This is an optimization exercise on Yosys and OpenROAD, whose aim is small area, not a production implementation.
In this exercise RTL edits were held to simulation tests only and were not proved equivalent to the original.
No activity file was given, so power comes from the tool's default toggle rates.

## run a
// srcCore
module srcCore (
    input  logic                            Clock,
    input  logic                            rstN,
    input  logic                            req,
    input  logic [srcPkg::InstrWidth-1:0]   instr,
    output logic                            ack,
    output logic [srcPkg::InstrWidth-1:0]   result,
    output logic [srcPkg::RegAddrWidth-1:0] resultReg,
    output logic                            wrote,
    output logic                            branchTaken,
    output logic                            illegal
);
Size in the first run: about 1000 cells after synthesis, about 570 flip-flops, roughly 75 I/O pins, about 15000 sq um of cells after synthesis.
Settings: LEC_CHECK=0, ABC_AREA=0, CAP_MARGIN=20, CORE_MARGIN=2, CORE_UTILIZATION=60, CTS_BUF_LIST=sky130_fd_sc_hd__clkbuf_8, CTS_CLUSTER_DIAMETER=60, CTS_CLUSTER_SIZE=18, SLEW_MARGIN=20, SYNTH_HIERARCHICAL=1, SYNTH_MINIMUM_KEEP_SIZE=0; clock period 8.0 ns.
standard.sh (not shown) runs the stock make flow with config.mk's settings and CLKGATE_MAP_FILE= SYNTH_SCRIPT=/design/flow/synth_recipe.tcl, a recipe that flattens the netlist after the stock synthesis.
==> flow/flow/run.sh <==
#!/bin/bash
# Standard layout, with buf_1 as the port buffer cell and no dummy clock loads.
set -e
export BUFFER_PORTS_ARGS="-buffer_cell sky130_fd_sc_hd__buf_1"
export CTS_ARGS="-sink_clustering_enable -repair_clock_nets -sink_clustering_size 18 -sink_clustering_max_diameter 60 -buf_list sky130_fd_sc_hd__clkbuf_8 -dont_use_dummy_load"
bash standard.sh > standard.log 2>&1
For run b, these inputs were changed with respect to run a:
diff --git a/flow/design.v b/flow/design.v
--- a/flow/design.v
+++ b/flow/design.v
@@ -97,17 +97,16 @@
     logic [2:0] phase;
     logic       clr;           
     logic       inPass;        
     logic       ld;            
     logic       rot2;          
     logic       loadDone;      
     logic [4:0] rotL;          
     logic       carry;
-    logic [1:0] outcome;       
     logic       nz;            
     logic [3:0] x [8];         
     logic [3:0] prev;          
     logic [3:0] ring [16][8];
     logic run, passCyc, passEnd, loading, lastLoad, needLoad, rightMode, readRc;
     logic [2:0] rotG, stopPh;
     logic [1:0] rotB;
     assign rotG     = rotL[4:2];
@@ -180,34 +179,35 @@
     assign imm = instr[18:0];
     for (genvar i = 0; i < 4; i++) begin : immLane
         logic lo, hi;
         mux4 m (.s(phase[1:0]), .d({imm[12 + i], imm[8 + i], imm[4 + i], imm[i]}), .y(lo));
         assign hi = (phase[1:0] == 2'd0) ? imm[(i < 3) ? 16 + i : 18] : imm[18];
         assign immG[i] = phase[2] ? hi : lo;
     end
     assign opB = isImm ? immG : x[0];
-    assign addA = (isNeg | isNot) ? ~dataA : dataA;
-    assign addB = (isNeg | isNot) ? 4'd0 : (isSub ? ~opB : opB);
+    assign addA = isNeg ? ~dataA : dataA;
+    assign addB = isNeg ? 4'd0 : (isSub ? ~opB : opB);
     assign cin  = (phase == 3'd0) ? (isSub | isNeg) : carry;
     always_comb begin
         logic c;
         c = cin;
         for (int i = 0; i < 4; i++) begin
             sum[i] = addA[i] ^ addB[i] ^ c;
             c      = (addA[i] & addB[i]) | (c & (addA[i] ^ addB[i]));
         end
         sum[4] = c;
     end
     always_comb begin
-        if (isAnd | isAndi) logicOut = dataA & opB;
-        else                logicOut = dataA | opB;
+        if (isAnd | isAndi)    logicOut = dataA & opB;
+        else if (isOr | isOri) logicOut = dataA | opB;
+        else                   logicOut = ~dataA;
     end
     always_comb begin
-        if (isAdd | isAddi | isSub | isNeg | isNot) resG = sum[3:0];   
+        if (isAdd | isAddi | isSub | isNeg) resG = sum[3:0];
         else if (isShift)                   resG = shOut;
         else if (writes)                    resG = logicOut;
         else                                resG = 4'd0;   
     end
     logic anyA, brCond;
     assign anyA = ((phase != 3'd0) && nz) | (|dataA);
     always_comb begin
         case (instr[20:19])
@@ -246,17 +246,19 @@
         nz    <= anyA;
         if (loading || passCyc) begin
             for (int k = 0; k < 7; k++) x[k] <= x[k + 1];
             x[7] <= loading ? dataA : resG;
             if (!(rightMode && isShift && passCyc) || phase == 3'd0) prev <= x[0];
         end
         if (passEnd) begin
             resultReg   <= ra;
-            outcome     <= writes ? 2'd2 : (isIll ? 2'd3 : {1'b0, brCond});
+            wrote       <= writes;
+            illegal     <= isIll;
+            branchTaken <= isBr & brCond;
         end
     end
     logic [3:0] wdata;
     logic [3:0] ringIn [16];
     assign wdata = resG;
     logic [15:0] we, keep;
     wrDecode wd (.en(passCyc && writes), .clr(clr), .a(ra), .we(we), .keep(keep));
     for (genvar r = 0; r < 16; r++) begin : wr
@@ -266,19 +268,16 @@
         for (int r = 0; r < 16; r++) begin
             for (int k = 0; k < 7; k++) ring[r][k] <= ring[r][k + 1];
             ring[r][7] <= ringIn[r];
         end
     end
     always_comb begin
         for (int k = 0; k < 8; k++) result[4*k +: 4] = x[k];
     end
-    assign wrote       = outcome == 2'd2;
-    assign illegal     = outcome == 2'd3;
-    assign branchTaken = outcome == 2'd1;
 endmodule
 module wrDecode (
     input  logic        en,
     input  logic        clr,
     input  logic [3:0]  a,
     output logic [15:0] we,
     output logic [15:0] keep
 );
==> comparison <==
Compared with run a, in run b global-route met2 utilization higher; initial antenna violation count lower. Biggest fanout along the worst timing path of run a is on par with run b. On multi-input combinational cell count, the higher figure sits with run b, not run a. Measured against each other, run a and run b differ in net load switching power, the lower figure coming from run a. Min total power per unit cell area across run a and run b: run b. Run a → run b: floorplan core area climbed 150 sq um; setup slack increased by 0.55 ns relative to the old numbers. Summary of run b over run a: number of standard cells after synthesis rose about 2.8%; internal power component saw an increase; sequential share of cell area fell by 0.72 points; clock power essentially unchanged; cell count after placement rose about 1.8%.

* * *

The RTL this note starts from:
==> flow/design.v <==
`default_nettype none
package srcPkg;
    localparam int InstrWidth   = 32;   
    localparam int RegCount     = 16;
    localparam int RegAddrWidth = 4;    
    localparam int ImmWidth     = 19;   
    localparam int OpcodeWidth  = 5;
    localparam logic [OpcodeWidth-1:0] OpAdd  = 5'd3;
    localparam logic [OpcodeWidth-1:0] OpSub  = 5'd4;
    localparam logic [OpcodeWidth-1:0] OpAnd  = 5'd5;
    localparam logic [OpcodeWidth-1:0] OpOr   = 5'd6;
    localparam logic [OpcodeWidth-1:0] OpShr  = 5'd7;
    localparam logic [OpcodeWidth-1:0] OpShra = 5'd8;
    localparam logic [OpcodeWidth-1:0] OpShl  = 5'd9;
    localparam logic [OpcodeWidth-1:0] OpRor  = 5'd10;
    localparam logic [OpcodeWidth-1:0] OpRol  = 5'd11;
    localparam logic [OpcodeWidth-1:0] OpAddi = 5'd12;
    localparam logic [OpcodeWidth-1:0] OpAndi = 5'd13;
    localparam logic [OpcodeWidth-1:0] OpOri  = 5'd14;
    localparam logic [OpcodeWidth-1:0] OpNeg    = 5'd17;   
    localparam logic [OpcodeWidth-1:0] OpNot    = 5'd18;
    localparam logic [OpcodeWidth-1:0] OpBranch = 5'd19;   
    typedef enum logic [3:0] {
        AluAdd, AluSub, AluAnd, AluOr,
        AluShr, AluShra, AluShl, AluRor, AluRol,
        AluNeg, AluNot,
        AluBranch,   
        AluNone      
    } AluOp;
    typedef enum logic [1:0] {
        CondZero    = 2'd0,
        CondNonzero = 2'd1,
        CondMinus   = 2'd2,
        CondPlus    = 2'd3
    } CondCode;
    typedef struct packed {
        AluOp                    aluOp;
        logic [RegAddrWidth-1:0] destReg;
        logic [InstrWidth-1:0]   opA;       
        logic [InstrWidth-1:0]   opB;       
        CondCode                 cond;
        logic                    writes;
        logic                    illegal;
    } DecodedOp;
    typedef struct packed {
        logic [InstrWidth-1:0]   value;
        logic [RegAddrWidth-1:0] destReg;
        logic                    writes;
        logic                    branchTaken;
        logic                    illegal;
    } ExecResult;
endpackage
`default_nettype wire
`default_nettype none
module srcCore (
    input  logic                            Clock,
    input  logic                            rstN,
    input  logic                            req,
    input  logic [srcPkg::InstrWidth-1:0]   instr,
    output logic                            ack,
    output logic [srcPkg::InstrWidth-1:0]   result,
    output logic [srcPkg::RegAddrWidth-1:0] resultReg,
    output logic                            wrote,
    output logic                            branchTaken,
    output logic                            illegal
);
    logic [4:0] op;
    logic [3:0] ra, rb, rc;
    assign op = instr[31:27];
    assign ra = instr[26:23];
    assign rb = instr[22:19];
    assign rc = instr[18:15];
    logic isAdd, isSub, isAnd, isOr, isShr, isShra, isShl, isRor, isRol;
    logic isAddi, isAndi, isOri, isNeg, isNot, isBr;
    assign isAdd  = (op == 5'd3);
    assign isSub  = (op == 5'd4);
    assign isAnd  = (op == 5'd5);
    assign isOr   = (op == 5'd6);
    assign isShr  = (op == 5'd7);
    assign isShra = (op == 5'd8);
    assign isShl  = (op == 5'd9);
    assign isRor  = (op == 5'd10);
    assign isRol  = (op == 5'd11);
    assign isAddi = (op == 5'd12);
    assign isAndi = (op == 5'd13);
    assign isOri  = (op == 5'd14);
    assign isNeg  = (op == 5'd17);
    assign isNot  = (op == 5'd18);
    assign isBr   = (op == 5'd19);
    logic isShift, isBin, isImm, writes, isIll, shLeft;
    assign isShift = isShr | isShra | isShl | isRor | isRol;
    assign isBin   = isAdd | isSub | isAnd | isOr;
    assign isImm   = isAddi | isAndi | isOri;
    assign writes  = isBin | isShift | isImm | isNeg | isNot;
    assign isIll   = !(writes | isBr);
    assign shLeft  = isShl | isRol;
    logic [2:0] phase;
    logic       clr;           
    logic       inPass;        
    logic       ld;            
    logic       rot2;          
    logic       loadDone;      
    logic [4:0] rotL;          
    logic       sgn;           
    logic       carry;
    logic       nz;            
    logic [3:0] x [8];         
    logic [3:0] prev;          
    logic [3:0] ring [16][8];
    logic run, passCyc, passEnd, loading, lastLoad, needLoad, rightMode, readRc;
    logic [2:0] rotG, stopPh;
    logic [1:0] rotB;
    assign rotG     = rotL[4:2];
    assign rotB     = rotL[1:0];
    assign run      = req && !ack;
    assign needLoad  = isShift | isBin;
    assign passCyc   = run && (inPass || (phase == 3'd0 && (!needLoad || loadDone)));
    assign passEnd   = passCyc && (phase == 3'd7);
    assign loading   = run && needLoad && !loadDone && (ld || phase == 3'd0);
    assign rightMode = (rotG == 3'd7);
    assign stopPh    = rightMode ? 3'd7 : ~rotG;
    assign lastLoad  = loading && (isBin ? (phase == 3'd7) : (rot2 && phase == stopPh));
    assign readRc    = loading && (isBin || (!rot2 && phase[2:1] == 2'd0));
    logic [3:0] addrA;
    logic [3:0] dataA;
    assign addrA = isBr ? ra : (readRc ? rc : rb);
    for (genvar i = 0; i < 4; i++) begin : rdLane
        logic [15:0] col;
        for (genvar r = 0; r < 16; r++) begin : c
            assign col[r] = ring[r][0][i];
        end
        mux16 muxA (.s(addrA), .d(col), .y(dataA[i]));
    end
    logic [7:0] window;
    logic [3:0] rotOut, shOut, below;
    logic       gLess, gEq, fillLeft, fillRight, fillVal;
    logic [3:0] prevEff, nextEff;
    assign prevEff   = (phase == 3'd0) ? x[7] : prev;    
    assign nextEff   = (phase == 3'd7) ? prev : x[1];    
    assign window    = rightMode ? {nextEff, x[0]} : {x[0], prevEff};
    assign gLess     = (!phase[2] & rotG[2]) |
                       ((phase[2] == rotG[2]) & ((!phase[1] & rotG[1]) |
                                                 ((phase[1] == rotG[1]) & !phase[0] & rotG[0])));
    assign gEq       = phase == rotG;
    assign fillLeft  = isShl;
    assign fillRight = (isShr | isShra) & (rotL != 5'd0);
    assign fillVal   = isShra & sgn;
    logic [3:0] laneLess;   
    assign laneLess = {1'b0, &rotB, rotB[1], |rotB};
    always_comb begin
        case (rotB)
            2'd0:    rotOut = window[7:4];
            2'd1:    rotOut = window[6:3];
            2'd2:    rotOut = window[5:2];
            default: rotOut = window[4:1];
        endcase
    end
    always_comb begin
        for (int i = 0; i < 4; i++) begin
            below[i]  = gLess | (gEq & laneLess[i]);
            if ((fillLeft & below[i]) | (fillRight & !below[i])) shOut[i] = fillVal;
            else                                               shOut[i] = rotOut[i];
        end
    end
    logic [3:0] amtLo;
    logic [3:0] negB;
    always_comb begin
        logic z;   
        z = 1'b1;
        for (int i = 0; i < 4; i++) begin
            negB[i] = dataA[i] ^ !z;
            z       = z & !dataA[i];
        end
    end
    assign amtLo = shLeft ? dataA : negB;
    logic [18:0] imm;
    logic [3:0]  immG, opB, addA, addB, logicOut, resG;
    logic        cin;
    logic [4:0]  sum;
    assign imm = instr[18:0];
    for (genvar i = 0; i < 4; i++) begin : immLane
        logic lo, hi;
        mux4 m (.s(phase[1:0]), .d({imm[12 + i], imm[8 + i], imm[4 + i], imm[i]}), .y(lo));
        assign hi = (phase[1:0] == 2'd0) ? imm[(i < 3) ? 16 + i : 18] : imm[18];
        assign immG[i] = phase[2] ? hi : lo;
    end
    assign opB = isImm ? immG : x[0];
    assign addA = isNeg ? ~dataA : dataA;
    assign addB = isNeg ? 4'd0 : (isSub ? ~opB : opB);
    assign cin  = (phase == 3'd0) ? (isSub | isNeg) : carry;
    always_comb begin
        logic c;
        c = cin;
        for (int i = 0; i < 4; i++) begin
            sum[i] = addA[i] ^ addB[i] ^ c;
            c      = (addA[i] & addB[i]) | (c & (addA[i] ^ addB[i]));
        end
        sum[4] = c;
    end
    always_comb begin
        if (isAnd | isAndi)    logicOut = dataA & opB;
        else if (isOr | isOri) logicOut = dataA | opB;
        else                   logicOut = ~dataA;
    end
    always_comb begin
        if (isAdd | isAddi | isSub | isNeg) resG = sum[3:0];
        else if (isShift)                   resG = shOut;
        else if (writes)                    resG = logicOut;
        else                                resG = 4'd0;   
    end
    logic anyA, brCond;
    assign anyA = ((phase != 3'd0) && nz) | (|dataA);
    always_comb begin
        case (instr[20:19])
            2'd0:    brCond = !anyA;
            2'd1:    brCond = anyA;
            2'd2:    brCond = dataA[3];
            default: brCond = !dataA[3];
        endcase
    end
    always_ff @(posedge Clock) begin
        if (!rstN) begin
            phase    <= 3'd0;
            clr      <= 1'b1;
            ack      <= 1'b0;
            inPass   <= 1'b0;
            ld       <= 1'b0;
            rot2     <= 1'b0;
            loadDone <= 1'b0;
        end else begin
            phase <= {phase[2] ^ (phase[1] & phase[0]), phase[1] ^ phase[0], !phase[0]};
            if (phase == 3'd7) clr <= 1'b0;
            if (passEnd) ack <= 1'b1;
            else if (!req) ack <= 1'b0;
            inPass   <= passCyc && !passEnd;
            ld       <= loading && !lastLoad;
            rot2     <= loading && !lastLoad && (rot2 || phase == 3'd7);
            loadDone <= run && (loadDone || lastLoad);
        end
    end
    always_ff @(posedge Clock) begin
        if (loading && !rot2) begin
            if (phase == 3'd0) rotL[3:0] <= amtLo;
            if (phase == 3'd1) rotL[4]   <= shLeft ? dataA[0] : (!dataA[0] ^ (rotL[3:0] == 4'd0));
            if (phase == 3'd7) sgn       <= dataA[3];
        end
        carry <= sum[4];
        nz    <= anyA;
        if (loading || passCyc) begin
            for (int k = 0; k < 7; k++) x[k] <= x[k + 1];
            x[7] <= loading ? dataA : resG;
            if (!(rightMode && isShift && passCyc) || phase == 3'd0) prev <= x[0];
        end
        if (passEnd) begin
            resultReg   <= ra;
            wrote       <= writes;
            illegal     <= isIll;
            branchTaken <= isBr & brCond;
        end
    end
    logic [3:0] wdata;
    logic [3:0] ringIn [16];
    assign wdata = resG;
    logic [15:0] we, keep;
    wrDecode wd (.en(passCyc && writes), .clr(clr), .a(ra), .we(we), .keep(keep));
    for (genvar r = 0; r < 16; r++) begin : wr
        aoMux4 m (.s(we[r]), .sn(keep[r]), .a(wdata), .b(ring[r][0]), .y(ringIn[r]));
    end
    always_ff @(posedge Clock) begin
        for (int r = 0; r < 16; r++) begin
            for (int k = 0; k < 7; k++) ring[r][k] <= ring[r][k + 1];
            ring[r][7] <= ringIn[r];
        end
    end
    always_comb begin
        for (int k = 0; k < 8; k++) result[4*k +: 4] = x[k];
    end
endmodule
module wrDecode (
    input  logic        en,
    input  logic        clr,
    input  logic [3:0]  a,
    output logic [15:0] we,
    output logic [15:0] keep
);
    logic [3:0] lo, hi;
    always_comb begin
        for (int k = 0; k < 4; k++) begin
            lo[k] = (a[1:0] == 2'(k));
            hi[k] = en && (a[3:2] == 2'(k));
        end
        for (int r = 0; r < 16; r++) begin
            we[r]   = lo[r % 4] & hi[r / 4];
            keep[r] = !(we[r] | clr);
        end
    end
endmodule
module mux16 (
    input  logic [3:0]  s,
    input  logic [15:0] d,
    output logic        y
);
    logic [3:0] m;
    for (genvar j = 0; j < 4; j++) begin : l1
        mux4 u (.s(s[1:0]), .d(d[4*j +: 4]), .y(m[j]));
    end
    mux4 u2 (.s(s[3:2]), .d(m), .y(y));
endmodule
module mux4 (
    input  logic [1:0] s,
    input  logic [3:0] d,
    output logic       y
);
    assign y = d[s];
endmodule
module aoMux4 (
    input  logic       s,
    input  logic       sn,
    input  logic [3:0] a,
    input  logic [3:0] b,
    output logic [3:0] y
);
    assign y = ({4{s}} & a) | ({4{sn}} & b);
endmodule
`default_nettype wire
clock: 8.0 ns
lec_check: 0
abc_area: 0
cap_margin: 20
core_margin: 2
core_utilization: 60
cts_buf_list: sky130_fd_sc_hd__clkbuf_8
cts_cluster_diameter: 60
cts_cluster_size: 16
slew_margin: 20
synth_hierarchical: 1
synth_minimum_keep_size: 0
==> flow/flow/run.sh <==
#!/bin/bash
# Standard layout, with buf_1 as the port buffer cell.
set -e
export BUFFER_PORTS_ARGS="-buffer_cell sky130_fd_sc_hd__buf_1"
bash standard.sh > standard.log 2>&1
The starting point went through all stages and came out clean.
Change:
--- a/flow/design.v
+++ b/flow/design.v
@@ -178,11 +178,15 @@
     logic        cin;
     logic [4:0]  sum;
     assign imm = instr[18:0];
-    for (genvar i = 0; i < 4; i++) begin : immLane
-        logic lo, hi;
-        mux4 m (.s(phase[1:0]), .d({imm[12 + i], imm[8 + i], imm[4 + i], imm[i]}), .y(lo));
-        assign hi = (phase[1:0] == 2'd0) ? imm[(i < 3) ? 16 + i : 18] : imm[18];
-        assign immG[i] = phase[2] ? hi : lo;
+    always_comb begin
+        case (phase)
+            3'd0:    immG = imm[3:0];
+            3'd1:    immG = imm[7:4];
+            3'd2:    immG = imm[11:8];
+            3'd3:    immG = imm[15:12];
+            3'd4:    immG = {imm[18], imm[18:16]};
+            default: immG = {4{imm[18]}};
+        endcase
     end
     assign opB = isImm ? immG : x[0];
     assign addA = isNeg ? ~dataA : dataA;
@@ -261,10 +265,11 @@
     logic [3:0] wdata;
     logic [3:0] ringIn [16];
     assign wdata = resG;
-    logic [15:0] we, keep;
-    wrDecode wd (.en(passCyc && writes), .clr(clr), .a(ra), .we(we), .keep(keep));
     for (genvar r = 0; r < 16; r++) begin : wr
-        aoMux4 m (.s(we[r]), .sn(keep[r]), .a(wdata), .b(ring[r][0]), .y(ringIn[r]));
+        logic we, keep;
+        assign we   = passCyc && writes && ra == 4'(r);
+        assign keep = !we && !clr;   
+        aoMux4 m (.s(we), .sn(keep), .a(wdata), .b(ring[r][0]), .y(ringIn[r]));
     end
     always_ff @(posedge Clock) begin
         for (int r = 0; r < 16; r++) begin
@@ -276,25 +281,6 @@
         for (int k = 0; k < 8; k++) result[4*k +: 4] = x[k];
     end
 endmodule
-module wrDecode (
-    input  logic        en,
-    input  logic        clr,
-    input  logic [3:0]  a,
-    output logic [15:0] we,
-    output logic [15:0] keep
-);
-    logic [3:0] lo, hi;
-    always_comb begin
-        for (int k = 0; k < 4; k++) begin
-            lo[k] = (a[1:0] == 2'(k));
-            hi[k] = en && (a[3:2] == 2'(k));
-        end
-        for (int r = 0; r < 16; r++) begin
-            we[r]   = lo[r % 4] & hi[r / 4];
-            keep[r] = !(we[r] | clr);
-        end
-    end
-endmodule
 module mux16 (
     input  logic [3:0]  s,
     input  logic [15:0] d,
Outcome: Utilization is about the same. Power grows by 0.32%. Area after synthesis is about the same. Clock power hardly moves. Non-clock buffer count shrinks by 7. Via count grows by about 1%. Die area is about the same. Synthesized cell count grows by 1.2%. Final area barely changes. Routed wire length grows by about 1%. Critical path depth shrinks by 1. Register-to-register slack is better by 0.11 ns. Global-route usage barely changes.

[afterwards: timing with drivers on the ports]
How much do the figures lean on ideal ports? The routed layouts below were timed once more, with nothing changed but the port constraints.
Step 1 assumes that a clkbuf_16 drives the clock port and a buf_2 every other input.
Step 2 moves the port delays by t, midway between the first and last clock arrival at a register: inputs arrive t later, outputs are due t later. That takes back most of the time a late clock gives input paths.
a / b / c = ideal ports / drivers / drivers and shift; a / b = the first two.
run	t, ns	slack for setup (ns)	worst setup path after step 2	clock arrival spread, ns	cell pins on the clock port's net
run a	0.561	0.754 / 0.773 / 0.212	input to register	0.105 / 0.105	1
run b	0.578	1.303 / 1.292 / 0.715	input to register	0.064 / 0.063	1
the first run of note 2	0.617	1.052 / 1.061 / 0.443	input to register	0.027 / 0.027	1
the second run of note 2	0.622	1.155 / 1.134 / 0.512	input to register	0.036 / 0.036	1
After both steps setup and hold are still met in every run listed. The setup slack of the second run of note 2, which loses most, moves by -0.021 ns with the drivers and by -0.643 ns with both steps.
